This is an optimization exercise on Yosys and OpenROAD, whose aim is small area, a short achievable clock period and few clock cycles per item, not a production implementation.
Where RTL was checked, it was by simulation tests only, not by an equivalence proof against the original.
Power figures rest on the tool's default switching activity, not on a simulated workload.

==> flow/design.v <==
module rho_pi_inv_serial #(
    parameter bit BYPASS_RHO = 1'b0
) (
    input  logic        clk,
    input  logic        rst_n,
    input  logic        s_valid,
    output logic        s_ready,
    input  logic [63:0] s_data,
    output logic        m_valid,
    input  logic        m_ready,
    output logic [63:0] m_data,
    output logic        m_last,
    output logic        busy
);
    localparam logic [5:0] WMASK = 6'b111000;
    function automatic logic [5:0] nxt_pos(input logic [4:0] x);
        logic [5:0] v;
        case (x)
            5'd0: v = 6'b000000;  5'd1: v = 6'b000010;  5'd2: v = 6'b000110;  5'd3: v = 6'b000100;
            5'd4: v = 6'b001111;  5'd5: v = 6'b010111;  5'd6: v = 6'b010010;  5'd7: v = 6'b000001;
            5'd8: v = 6'b001110;  5'd9: v = 6'b001001;  5'd10: v = 6'b000011;  5'd11: v = 6'b010001;
            5'd12: v = 6'b001000;  5'd13: v = 6'b010100;  5'd14: v = 6'b001101;  5'd15: v = 6'b010000;
            5'd16: v = 6'b001100;  5'd17: v = 6'b010101;  5'd18: v = 6'b000111;  5'd19: v = 6'b001011;
            5'd20: v = 6'b001010;  5'd21: v = 6'b000101;  5'd22: v = 6'b010110;  5'd23: v = 6'b010011;
            default: v = 6'b100000;
        endcase
        nxt_pos = v;
    endfunction
    function automatic logic [1:0] add3(input logic [1:0] a, input logic [1:0] b);
        logic [2:0] s;
        s = {1'b0, a} + {1'b0, b};
        add3 = (s >= 3'd3) ? 2'(s - 3'd3) : s[1:0];
    endfunction
    function automatic logic [5:0] slot_a(input logic [5:0] v, input logic [2:0] g8,
                                          input logic [1:0] g3);
        slot_a = {v[5], add3(v[4:3], g3), v[2:0] + g8};
    endfunction
    function automatic logic [24:0] slot_oh(input logic [5:0] v, input logic [2:0] g8,
                                            input logic [1:0] g3);
        logic [2:0] a8;
        logic [1:0] a3;
        a8 = v[2:0] + g8;
        a3 = add3(v[4:3], g3);
        slot_oh = '0;
        if (v[5]) slot_oh[24] = 1'b1;
        else      slot_oh[{a3, a8}] = 1'b1;
    endfunction
    function automatic logic [5:0] rot_amt(input logic [4:0] m);
        logic [5:0] k;
        case (m)
            5'd0:  k = 6'd0;   5'd1:  k = 6'd1;   5'd2:  k = 6'd62;  5'd3:  k = 6'd28;
            5'd4:  k = 6'd27;  5'd5:  k = 6'd36;  5'd6:  k = 6'd44;  5'd7:  k = 6'd6;
            5'd8:  k = 6'd55;  5'd9:  k = 6'd20;  5'd10: k = 6'd3;   5'd11: k = 6'd10;
            5'd12: k = 6'd43;  5'd13: k = 6'd25;  5'd14: k = 6'd39;  5'd15: k = 6'd41;
            5'd16: k = 6'd45;  5'd17: k = 6'd15;  5'd18: k = 6'd21;  5'd19: k = 6'd8;
            5'd20: k = 6'd18;  5'd21: k = 6'd2;   5'd22: k = 6'd61;  5'd23: k = 6'd56;
            5'd24: k = 6'd14;
            default: k = 6'd0;
        endcase
        rot_amt = BYPASS_RHO ? 6'd0 : k;
    endfunction
    function automatic logic [5:0] in_rot_amt(input logic [4:0] j);
        logic [5:0] k;
        case (j)
            5'd0:  k = 6'd0;   5'd1:  k = 6'd44;  5'd2:  k = 6'd43;  5'd3:  k = 6'd21;
            5'd4:  k = 6'd14;  5'd5:  k = 6'd28;  5'd6:  k = 6'd20;  5'd7:  k = 6'd3;
            5'd8:  k = 6'd45;  5'd9:  k = 6'd61;  5'd10: k = 6'd1;   5'd11: k = 6'd6;
            5'd12: k = 6'd25;  5'd13: k = 6'd8;   5'd14: k = 6'd18;  5'd15: k = 6'd27;
            5'd16: k = 6'd36;  5'd17: k = 6'd10;  5'd18: k = 6'd15;  5'd19: k = 6'd56;
            5'd20: k = 6'd62;  5'd21: k = 6'd55;  5'd22: k = 6'd39;  5'd23: k = 6'd41;
            5'd24: k = 6'd2;
            default: k = 6'd0;
        endcase
        in_rot_amt = BYPASS_RHO ? 6'd0 : k;
    endfunction
    function automatic logic [63:0] rotr(input logic [63:0] x, input logic [5:0] k);
        logic [127:0] d;
        d = {x, x} >> k;
        rotr = d[63:0];
    endfunction
    logic [63:0] lanes [25];
    logic [2:0]  g8;          
    logic [1:0]  g3;          
    logic [4:0]  wr_idx;      
    logic [5:0]  wr_a;        
    logic [5:0]  wr_rot;      
    logic        rd_active;   
    logic [4:0]  rd_idx;      
    logic [24:0] rd_oh;       
    logic [5:0]  rd_rot;      
    logic        out_valid;
    logic        out_last;
    logic [63:0] out_data;
    logic        ready_q;     
    logic        busy_q;
    logic        in_hs;
    logic        start;       
    logic        ld;          
    logic        out_free;
    assign in_hs    = s_valid && ready_q;
    assign start    = in_hs && (wr_idx == 5'd24);
    assign out_free = !out_valid || m_ready;
    assign ld       = out_free && (rd_active || start);
    assign s_ready = rst_n && ready_q;
    assign m_valid = rst_n && out_valid;
    assign busy    = rst_n && busy_q;
    assign m_last  = out_last;
    assign m_data  = out_data;
    logic [63:0] wr_word;
    logic [63:0] rd_word;
    assign wr_word = rotr(s_data, wr_rot);
    always_comb begin
        rd_word = '0;
        for (int s = 0; s < 25; s++) begin
            rd_word = rd_word | ({64{rd_oh[s]}} & lanes[s]);
        end
    end
    logic [24:0] wr_sel;
    always_comb begin
        wr_sel = '0;
        if (wr_a[5]) wr_sel[24] = 1'b1;
        else         wr_sel[wr_a[4:0]] = 1'b1;
    end
    always_ff @(posedge clk) begin
        for (int s = 0; s < 25; s++) begin
            if (in_hs && wr_sel[s]) begin
                lanes[s] <= wr_word;
            end
        end
    end
    always_ff @(posedge clk) begin
        if (ld) begin
            out_data <= rotr(rd_word, rd_rot);
            out_last <= (rd_idx == 5'd24);
        end
    end
    logic        wr_last, rd_last;
    logic [2:0]  g8_i;
    logic [1:0]  g3_i;
    logic [4:0]  wr_idx_i, rd_idx_i;
    logic [5:0]  wr_a_i;
    logic [24:0] rd_oh_i, rd_oh_s;
    logic [5:0]  wr_rot_i, rd_rot_i;
    logic        eq, eq1;
    always_comb begin
        wr_last  = (wr_idx == 5'd24);
        wr_idx_i = wr_last ? 5'd0 : wr_idx + 5'd1;
        g8_i     = g8 + 3'd1;
        g3_i     = add3(g3, 2'd1);
        wr_a_i   = slot_a(nxt_pos(wr_idx), g8, g3);
        wr_rot_i = in_rot_amt(wr_idx_i) & WMASK;
        rd_last  = (rd_idx == 5'd24);
        rd_idx_i = rd_last ? 5'd0 : rd_idx + 5'd1;
        rd_oh_i  = slot_oh(nxt_pos(rd_idx), g8, g3);
        rd_rot_i = rot_amt(rd_idx_i) & ~WMASK;
        rd_oh_s  = slot_oh(nxt_pos(5'd0), g8_i, g3_i);
        eq       = (wr_idx == rd_idx);
        eq1      = (wr_idx + 5'd1 == rd_idx);
    end
    logic rd_active_n, out_valid_n, ready_n, wr_nz_n;
    always_comb begin
        out_valid_n = ld || (out_valid && !m_ready);
        wr_nz_n     = in_hs ? !wr_last : (wr_idx != 5'd0);
        if (start) begin
            rd_active_n = 1'b1;
            ready_n     = ld;
        end else if (rd_active) begin
            rd_active_n = !(ld && rd_last);
            if (ld && rd_last)     ready_n = 1'b1;
            else if (ld && !in_hs) ready_n = 1'b1;
            else if (ld == in_hs)  ready_n = !eq;
            else                   ready_n = !eq && !eq1;
        end else begin
            rd_active_n = 1'b0;
            ready_n     = 1'b1;
        end
    end
    always_ff @(posedge clk) begin
        if (!rst_n) begin
            g8        <= 3'd0;
            g3        <= 2'd0;
            wr_idx    <= 5'd0;
            wr_a      <= 6'b100000;
            wr_rot    <= 6'd0;
            rd_active <= 1'b0;
            rd_idx    <= 5'd0;
            rd_oh     <= 25'd1 << 24;
            rd_rot    <= 6'd0;
            out_valid <= 1'b0;
            ready_q   <= 1'b1;
            busy_q    <= 1'b0;
        end else begin
            if (in_hs) begin
                wr_idx <= wr_idx_i;
                wr_a   <= wr_a_i;
                wr_rot <= wr_rot_i;
            end
            if (start) begin
                g8 <= g8_i;
                g3 <= g3_i;
            end
            if (start) begin
                if (ld) begin
                    rd_idx <= 5'd1;
                    rd_oh  <= rd_oh_s;
                    rd_rot <= rot_amt(5'd1) & ~WMASK;
                end else begin
                    rd_idx <= 5'd0;
                    rd_oh  <= 25'd1 << 24;
                    rd_rot <= 6'd0;
                end
            end else if (ld) begin
                rd_idx <= rd_idx_i;
                rd_oh  <= rd_last ? (25'd1 << 24) : rd_oh_i;
                rd_rot <= rd_rot_i;
            end
            rd_active <= rd_active_n;
            out_valid <= out_valid_n;
            ready_q   <= ready_n;
            busy_q    <= wr_nz_n || rd_active_n || out_valid_n;
        end
    end
endmodule
clock: 7.0 ns
lec_check: 0
abc_clock_period_in_ps: 3000
cap_margin: 20
core_margin: 2
core_utilization: 40
cts_cluster_diameter: 120
cts_cluster_size: 24
setup_slack_margin: 3.9
slew_margin: 20
run.sh (not shown) runs the stock make flow with config.mk's settings and CLKGATE_MAP_FILE= SYNTH_SCRIPT=/design/flow/synth_recipe.tcl, a recipe that flattens the netlist after the stock synthesis.
Change:
--- a/flow/design.v
+++ b/flow/design.v
@@ -13,5 +13,5 @@
     output logic        busy
 );
-    localparam logic [5:0] WMASK = 6'b111000;
+    localparam logic [5:0] WMASK = 6'b111111;
     function automatic logic [5:0] nxt_pos(input logic [4:0] x);
         logic [5:0] v;
@@ -31,8 +31,4 @@
         s = {1'b0, a} + {1'b0, b};
         add3 = (s >= 3'd3) ? 2'(s - 3'd3) : s[1:0];
-    endfunction
-    function automatic logic [5:0] slot_a(input logic [5:0] v, input logic [2:0] g8,
-                                          input logic [1:0] g3);
-        slot_a = {v[5], add3(v[4:3], g3), v[2:0] + g8};
     endfunction
     function automatic logic [24:0] slot_oh(input logic [5:0] v, input logic [2:0] g8,
@@ -83,5 +79,5 @@
     logic [1:0]  g3;          
     logic [4:0]  wr_idx;      
-    logic [5:0]  wr_a;        
+    logic [24:0] wr_oh;       
     logic [5:0]  wr_rot;      
     logic        rd_active;   
@@ -116,13 +112,7 @@
         end
     end
-    logic [24:0] wr_sel;
-    always_comb begin
-        wr_sel = '0;
-        if (wr_a[5]) wr_sel[24] = 1'b1;
-        else         wr_sel[wr_a[4:0]] = 1'b1;
-    end
     always_ff @(posedge clk) begin
         for (int s = 0; s < 25; s++) begin
-            if (in_hs && wr_sel[s]) begin
+            if (in_hs && wr_oh[s]) begin
                 lanes[s] <= wr_word;
             end
@@ -139,6 +129,5 @@
     logic [1:0]  g3_i;
     logic [4:0]  wr_idx_i, rd_idx_i;
-    logic [5:0]  wr_a_i;
-    logic [24:0] rd_oh_i, rd_oh_s;
+    logic [24:0] wr_oh_i, rd_oh_i, rd_oh_s;
     logic [5:0]  wr_rot_i, rd_rot_i;
     logic        eq, eq1;
@@ -148,5 +137,5 @@
         g8_i     = g8 + 3'd1;
         g3_i     = add3(g3, 2'd1);
-        wr_a_i   = slot_a(nxt_pos(wr_idx), g8, g3);
+        wr_oh_i  = slot_oh(nxt_pos(wr_idx), g8, g3);
         wr_rot_i = in_rot_amt(wr_idx_i) & WMASK;
         rd_last  = (rd_idx == 5'd24);
@@ -181,5 +170,5 @@
             g3        <= 2'd0;
             wr_idx    <= 5'd0;
-            wr_a      <= 6'b100000;
+            wr_oh     <= 25'd1 << 24;
             wr_rot    <= 6'd0;
             rd_active <= 1'b0;
@@ -193,5 +182,5 @@
             if (in_hs) begin
                 wr_idx <= wr_idx_i;
-                wr_a   <= wr_a_i;
+                wr_oh  <= wr_oh_i;
                 wr_rot <= wr_rot_i;
             end
After rerunning: Sequential power is higher by about 6%; register-to-register slack is better by 0.10 ns; sequential share of layout area came out lower by 2.1 points; clock power came out higher by about 3%; wire length is higher by about 3.3%; power is higher by 22%; cell count increases by 5.2%; count of clock-buffer cells in the layout goes up by 12; via count rose by about 4.7%; first-iteration DRC count rises by 5.1%; die area went up by about 0.7%.
Testbench counts after the change, summed over its fixed seeds: cycles 8,200, items 320.
The RTL of the first run of this note was laid out without a check of its function.

## separate check: timing with driven ports
No port has a modelled driver above. Below, the same layouts with a new extraction and two added sets of constraints. Step 1 assumes that a clkbuf_16 drives the clock port and a buf_2 every other input. Step 2 adds t to the input delays and takes it off the output delays; t is the mean of the earliest and latest rising clock arrival at the registers after step 1. Input paths then give back, and output paths get back, about the clock's delay inside the block. a / b / c = ideal / step 1 / step 2; a / b = the first two.
| run | t, ns | setup WS [ns] | worst setup path at the end | latest minus earliest clock arrival (ns) | worst data-port slew with drivers (ns) |
|---|---|---|---|---|---|
| the first run | 0.801 | 3.860 / 3.821 / 3.166 | input to register | 0.067 / 0.067 | 0.08 |
| the second run | 0.806 | 3.823 / 3.777 / 3.116 | input to register | 0.072 / 0.072 | 0.06 |
After both steps setup and hold are still met in every run listed. For the second run, which loses most, drivers alone change the setup slack by -0.046 ns; drivers and shift together by -0.707 ns.
